This design comes from an exercise in tuning for small area, a short achievable clock period and few clock cycles on the open sky130 flow, not from production work. Where RTL was checked, it was by simulation tests only, not by an equivalence proof against the original. Power is estimated from default activity; no workload was simulated.

==> flow/design.v (excerpt) <==
module qm_top (
    input  logic        clk,
    input  logic        rst_n,
    input  logic        psel,
    input  logic        penable,
    input  logic        pwrite,
    input  logic [11:0] paddr,
    input  logic [31:0] pwdata,
    output logic [31:0] prdata,
    output logic        pready,
    output logic        pslverr
);
    function automatic logic [31:0] lowest(input logic [31:0] x);
        logic [31:0] p;
        p = x;
        for (int s = 0; s < 5; s++) begin
            for (int i = 0; i < 32; i++) begin
                if ((i >> s) & 1) p[i] = p[i] | p[((i >> s) << s) - 1];
            end
        end
        lowest = x & ~{p[30:0], 1'b0};
    endfunction
    function automatic logic [4:0] enc(input logic [31:0] oh);
        enc = '0;
        for (int i = 0; i < 32; i++) begin
            if (oh[i]) enc = enc | 5'(i);
        end
    endfunction
    logic setup, access;
    logic a_onset, a_ctrl, a_status, a_result, mapped;
    logic [4:0] k;
    assign setup    = psel & ~penable;
    assign access   = psel & penable;
    assign a_onset  = (paddr == 12'h000);
    assign a_ctrl   = (paddr == 12'h004);
    assign a_status = (paddr == 12'h008);
    assign a_result = (paddr[11:7] == 5'b00010) && (paddr[1:0] == 2'b00);
    assign mapped   = a_onset | a_ctrl | a_status | a_result;
    assign k        = paddr[6:2];
    logic [31:0] onset, spec, run_onset;
    logic        busy, busy_q, pend, done;
    logic        chg;
    logic [1:0]  stab;
    logic        prep_ok;
    assign spec = (psel && pwrite && a_onset) ? pwdata : onset;
    assign chg  = ~busy & ((setup & pwrite & a_onset) | busy_q);
    always_ff @(posedge clk) begin
        if (!rst_n) begin
            onset <= '0;
        end else if (access && pwrite && a_onset) begin
            onset <= pwdata;
        end
        if (!busy) begin
            run_onset <= spec;
        end
    end
    logic [31:0] row_nz_c;            
    logic [31:0] rowbits;             
    logic [4:0]  mcur;                
    logic [31:0] rr;                  
    logic [31:0] src_oh, row_c;
    logic [31:0] v_oh, rest;
    logic [4:0]  v;
    logic        ess;
    logic        prepping, go_q;
    logic        start_now, step, first, ins, last, any;
    logic [5:0]  prime_cnt, ess_cnt, pc_inc, ec_inc;
  ...
==> module qm_top, before the edit <==
module qm_top (
    input  logic        clk,
    input  logic        rst_n,
    input  logic        psel,
    input  logic        penable,
    input  logic        pwrite,
    input  logic [11:0] paddr,
    input  logic [31:0] pwdata,
    output logic [31:0] prdata,
    output logic        pready,
    output logic        pslverr
);
    function automatic logic [31:0] lowest(input logic [31:0] x);
        logic [31:0] p;
        p = x;
        for (int s = 0; s < 5; s++) begin
            for (int i = 0; i < 32; i++) begin
                if ((i >> s) & 1) p[i] = p[i] | p[((i >> s) << s) - 1];
            end
        end
        lowest = x & ~{p[30:0], 1'b0};
    endfunction
    function automatic logic [4:0] enc(input logic [31:0] oh);
        enc = '0;
        for (int i = 0; i < 32; i++) begin
            if (oh[i]) enc = enc | 5'(i);
        end
    endfunction
    logic setup, access;
    logic a_onset, a_ctrl, a_status, a_result, mapped;
    logic [4:0] k;
    assign setup    = psel & ~penable;
    assign access   = psel & penable;
    assign a_onset  = (paddr == 12'h000);
    assign a_ctrl   = (paddr == 12'h004);
    assign a_status = (paddr == 12'h008);
    assign a_result = (paddr[11:7] == 5'b00010) && (paddr[1:0] == 2'b00);
    assign mapped   = a_onset | a_ctrl | a_status | a_result;
    assign k        = paddr[6:2];
    logic [31:0] onset, spec, run_onset;
    logic        busy, busy_q, pend, done;
    logic        chg;
    logic [1:0]  stab;
    logic        prep_ok;
    assign spec = (psel && pwrite && a_onset) ? pwdata : onset;
    assign chg  = ~busy & ((setup & pwrite & a_onset) | busy_q);
    always_ff @(posedge clk) begin
        if (!rst_n) begin
            onset <= '0;
        end else if (access && pwrite && a_onset) begin
            onset <= pwdata;
        end
        if (!busy) begin
            run_onset <= spec;
        end
    end
    logic [31:0] row_nz_c;            
    logic [31:0] rowbits;             
    logic [4:0]  mcur;                
    logic [31:0] rr;                  
    logic [31:0] src_oh, row_c;
    logic [31:0] v_oh, rest;
    logic [4:0]  v;
    logic        ess;
    logic        prepping, go_q;
    logic        start_now, step, first, ins, last, any;
    logic [5:0]  prime_cnt, ess_cnt, pc_inc, ec_inc;
    logic [3:0]  age_lo;              
    logic [7:0]  age_hi;              
    qm_merge_engine i_engine (
        .f      (run_onset),
        .row_nz (row_nz_c),
        .row_oh (src_oh),
        .row    (row_c),
        .cmask  (mcur),
        .cval_oh(v_oh),
        .ess    (ess)
    );
    assign prepping = (~busy | pend) & ~prep_ok;
    assign src_oh = lowest(rr);
    assign v_oh = lowest(rowbits);
    assign v    = enc(v_oh);
    assign rest = rowbits & ~v_oh;
    assign any  = |rowbits;
    assign last = (rest == '0) && (rr == '0);
    always_ff @(posedge clk) begin
        go_q <= rst_n & setup & pwrite & a_ctrl & pwdata[0];
    end
    assign start_now = go_q & ~busy;
    assign step      = (start_now & prep_ok) | (busy & ~pend) | (pend & prep_ok);
    assign first     = step & ~(busy & ~pend);
    assign ins       = step & any;
    assign pc_inc = prime_cnt + 6'd1;
    assign ec_inc = ess_cnt + 6'd1;
    always_ff @(posedge clk) begin
        if (step) begin
            if (rest == '0) begin
                rowbits <= row_c;
                mcur    <= enc(src_oh);
                rr      <= rr & ~src_oh;
            end else begin
                rowbits <= rest;
            end
        end else if (prepping) begin
            if (stab == 2'd0) begin
                rr      <= row_nz_c;
            end else begin
                rowbits <= row_c;
                mcur    <= enc(src_oh);
                rr      <= rr & ~src_oh;
            end
        end
        if (first & ins) begin
            age_lo <= 4'b0001;
            age_hi <= 8'b0000_0001;
        end else begin
            age_lo <= {age_lo[2:0], age_lo[3]};
            if (age_lo[3]) age_hi <= {age_hi[6:0], age_hi[7]};
        end
    end
    always_ff @(posedge clk) begin
        if (!rst_n) begin
            busy      <= 1'b0;
            busy_q    <= 1'b0;
            pend      <= 1'b0;
            done      <= 1'b0;
            stab      <= 2'd0;
            prime_cnt <= '0;
            ess_cnt   <= '0;
        end else begin
            busy_q <= busy;
            if ((!busy || pend) && !chg) begin
                stab <= (stab == 2'd2) ? 2'd2 : stab + 2'd1;
            end else begin
                stab <= 2'd0;
            end
            if (start_now) begin
                busy <= 1'b1;
                done <= 1'b0;
                pend <= ~prep_ok;
            end
            if (step) begin
                prime_cnt <= first ? {5'd0, ins} : pc_inc;
                if (first)           ess_cnt <= {5'd0, ins & ess};
                else if (ins && ess) ess_cnt <= ec_inc;
                pend      <= 1'b0;
                if (!any || last) begin
                    busy <= 1'b0;
                    done <= 1'b1;
                end else begin
                    busy <= 1'b1;
                    done <= 1'b0;
                end
            end
        end
    end
    assign prep_ok = (stab == 2'd2);
    logic [10:0] ring [32];
    always_ff @(posedge clk) begin
        ring[0] <= ins ? {ess, mcur, v} : ring[31];
        for (int j = 1; j < 32; j++) begin
            ring[j] <= ring[j-1];
        end
    end
    logic        rd_onset, rd_status, err_q;
    logic [10:0] rd_q;
    logic [10:0] rword;
    logic [3:0]  k_lo_oh, lo_oh;
    logic [7:0]  k_hi_oh, hi0_oh, hi_oh;
    logic        lo_borrow;
    logic [10:0] grp [8];
    always_comb begin
        for (int i = 0; i < 4; i++) k_lo_oh[i] = (k[1:0] == 2'(i));
        for (int i = 0; i < 8; i++) k_hi_oh[i] = (k[4:2] == 3'(i));
        lo_borrow = 1'b0;
        for (int a = 0; a < 4; a++) lo_borrow = lo_borrow | (age_lo[a] & (k[1:0] > 2'(a)));
        for (int l = 0; l < 4; l++) begin
            lo_oh[l] = 1'b0;
            for (int a = 0; a < 4; a++) lo_oh[l] = lo_oh[l] | (age_lo[a] & k_lo_oh[(a - l + 4) % 4]);
        end
        for (int h = 0; h < 8; h++) begin
            hi0_oh[h] = 1'b0;
            for (int a = 0; a < 8; a++) hi0_oh[h] = hi0_oh[h] | (age_hi[a] & k_hi_oh[(a - h + 8) % 8]);
        end
        for (int h = 0; h < 8; h++) hi_oh[h] = lo_borrow ? hi0_oh[(h + 1) % 8] : hi0_oh[h];
        for (int h = 0; h < 8; h++) begin
            grp[h] = '0;
            for (int l = 0; l < 4; l++) grp[h] = grp[h] | (lo_oh[l] ? ring[4*h + l] : 11'd0);
        end
        rword = '0;
        for (int h = 0; h < 8; h++) rword = rword | (hi_oh[h] ? grp[h] : 11'd0);
    end
    always_ff @(posedge clk) begin
        rd_q      <= (~pwrite & a_result & ({1'b0, k} < prime_cnt)) ? rword : 11'd0;
        rd_onset  <= ~pwrite & a_onset;
        rd_status <= ~pwrite & a_status;
        err_q     <= ~mapped | (pwrite & (a_status | a_result));
    end
    always_comb begin
        prdata = {15'd0, rd_q[10], 3'd0, rd_q[9:5], 3'd0, rd_q[4:0]};
        if (rd_onset)  prdata = prdata | onset;
        if (rd_status) prdata = prdata | {10'd0, ess_cnt, 2'd0, prime_cnt, 6'd0, done, busy};
    end
    assign pready  = 1'b1;
    assign pslverr = err_q;
endmodule
==> flow/config.mk <==
export PLATFORM = sky130hd
export DESIGN_NAME = qm_top
export DESIGN_NICKNAME = qm_top
export VERILOG_FILES = /design/flow/design.v
export SDC_FILE = /design/flow/constraint.sdc
export NUM_CORES = 8
export LEC_CHECK = 0
export CAP_MARGIN = 30
export CORE_MARGIN = 2
export CORE_UTILIZATION = 40
export SLEW_MARGIN = 20
==> flow/constraint.sdc <==
create_clock -name core_clock -period 12.0 [get_ports {clk}]
set_input_delay 2.4000 -clock core_clock [delete_from_list [all_inputs] [get_ports {clk}]]
set_output_delay 2.4000 -clock core_clock [all_outputs]
set_load 0.01 [all_outputs]
standard.sh (not shown) runs the stock make flow with config.mk's settings and CLKGATE_MAP_FILE= SYNTH_SCRIPT=/design/flow/synth_recipe.tcl, a recipe that flattens the netlist after the stock synthesis.
==> flow/flow/run.sh <==
#!/bin/bash
# Standard ORFS flow, with timing repair aiming past the clock target and
# plain buffers on the ports.
set -euo pipefail
bash standard.sh SETUP_SLACK_MARGIN=8 'BUFFER_PORTS_ARGS=-buffer_cell sky130_fd_sc_hd__buf_2' finish > standard.log 2>&1
The first run completed with no timing, DRC or antenna violations.
Testbench counts at the start, summed over its fixed seeds: cycles 7,828.
Edit:
--- a/flow/design.v
+++ b/flow/design.v
@@ -706,10 +706,9 @@
     logic        ess;
     logic        prepping, go_q;
     logic        start_now, step, first, ins, last, any;
     logic [5:0]  prime_cnt, ess_cnt, pc_inc, ec_inc;
-    logic [3:0]  age_lo;              
-    logic [7:0]  age_hi;              
+    logic [4:0]  age;
     qm_merge_engine i_engine (
         .f      (run_onset),
         .row_nz (row_nz_c),
         .row_oh (src_oh),
@@ -751,15 +750,9 @@
                 mcur    <= enc(src_oh);
                 rr      <= rr & ~src_oh;
             end
         end
-        if (first & ins) begin
-            age_lo <= 4'b0001;
-            age_hi <= 8'b0000_0001;
-        end else begin
-            age_lo <= {age_lo[2:0], age_lo[3]};
-            if (age_lo[3]) age_hi <= {age_hi[6:0], age_hi[7]};
-        end
+        age <= (first & ins) ? 5'd0 : age + 5'd1;
     end
     always_ff @(posedge clk) begin
         if (!rst_n) begin
             busy      <= 1'b0;
@@ -806,25 +799,20 @@
     end
     logic        rd_onset, rd_status, err_q;
     logic [10:0] rd_q;
     logic [10:0] rword;
-    logic [3:0]  k_lo_oh, lo_oh;
-    logic [7:0]  k_hi_oh, hi0_oh, hi_oh;
+    logic [1:0]  lo;
     logic        lo_borrow;
+    logic [2:0]  hi0;
+    logic [3:0]  lo_oh;
+    logic [7:0]  hi0_oh, hi_oh;
     logic [10:0] grp [8];
+    assign lo        = age[1:0] - k[1:0];
+    assign lo_borrow = age[1:0] < k[1:0];
+    assign hi0       = age[4:2] - k[4:2];
     always_comb begin
-        for (int i = 0; i < 4; i++) k_lo_oh[i] = (k[1:0] == 2'(i));
-        for (int i = 0; i < 8; i++) k_hi_oh[i] = (k[4:2] == 3'(i));
-        lo_borrow = 1'b0;
-        for (int a = 0; a < 4; a++) lo_borrow = lo_borrow | (age_lo[a] & (k[1:0] > 2'(a)));
-        for (int l = 0; l < 4; l++) begin
-            lo_oh[l] = 1'b0;
-            for (int a = 0; a < 4; a++) lo_oh[l] = lo_oh[l] | (age_lo[a] & k_lo_oh[(a - l + 4) % 4]);
-        end
-        for (int h = 0; h < 8; h++) begin
-            hi0_oh[h] = 1'b0;
-            for (int a = 0; a < 8; a++) hi0_oh[h] = hi0_oh[h] | (age_hi[a] & k_hi_oh[(a - h + 8) % 8]);
-        end
+        for (int l = 0; l < 4; l++) lo_oh[l] = (lo == 2'(l));
+        for (int h = 0; h < 8; h++) hi0_oh[h] = (hi0 == 3'(h));
         for (int h = 0; h < 8; h++) hi_oh[h] = lo_borrow ? hi0_oh[(h + 1) % 8] : hi0_oh[h];
         for (int h = 0; h < 8; h++) begin
             grp[h] = '0;
             for (int l = 0; l < 4; l++) grp[h] = grp[h] | (lo_oh[l] ? ring[4*h + l] : 11'd0);
After rerunning: Design area goes up by about 7.5%. Sequential power went down by about 5%. Worst setup slack loses 220 ps. Synthesized area went up by 1.9%. Worst hold slack is about the same. Count of clock-buffer cells in the layout goes down by 3. Die area increases by 1.8%. Wire length rises by 1.8%. Total power climbs by about 3.8%. Non-clock buffer count came out higher by 89. Flip-flop and latch count came out lower by 7. Via count fell by about 2%. Combinational power climbs by about 14%.
For the second run of this note, only the layout was checked, not whether the RTL still works.

afterwards: timing with drivers on the ports:
In the flow no input, the clock included, has a driving cell. The finished layouts below were timed again as built, in two steps. Step 1 assumes that a clkbuf_16 drives the clock port and a buf_2 every other input. Step 2 moves the port delays by t, midway between the first and last clock arrival at a register: inputs arrive t later, outputs are due t later. That takes back most of the time a late clock gives input paths. a / b / c = ideal ports / drivers / drivers and shift; a / b = the first two.
run | t (ns) | slack for setup (ns) | hold slack, ns | worst register clock-pin slew, ns
the first run | 0.676 | 7.765 / 7.765 / 7.400 | 0.334 / 0.334 / 0.334 | 0.07 / 0.07
the second run | 0.684 | 7.542 / 7.558 / 6.873 | 0.336 / 0.336 / 0.336 | 0.08 / 0.08
After both steps every run listed still meets setup and hold. For the second run, which loses most, drivers alone change the setup slack by +0.016 ns; drivers and shift together by -0.669 ns.
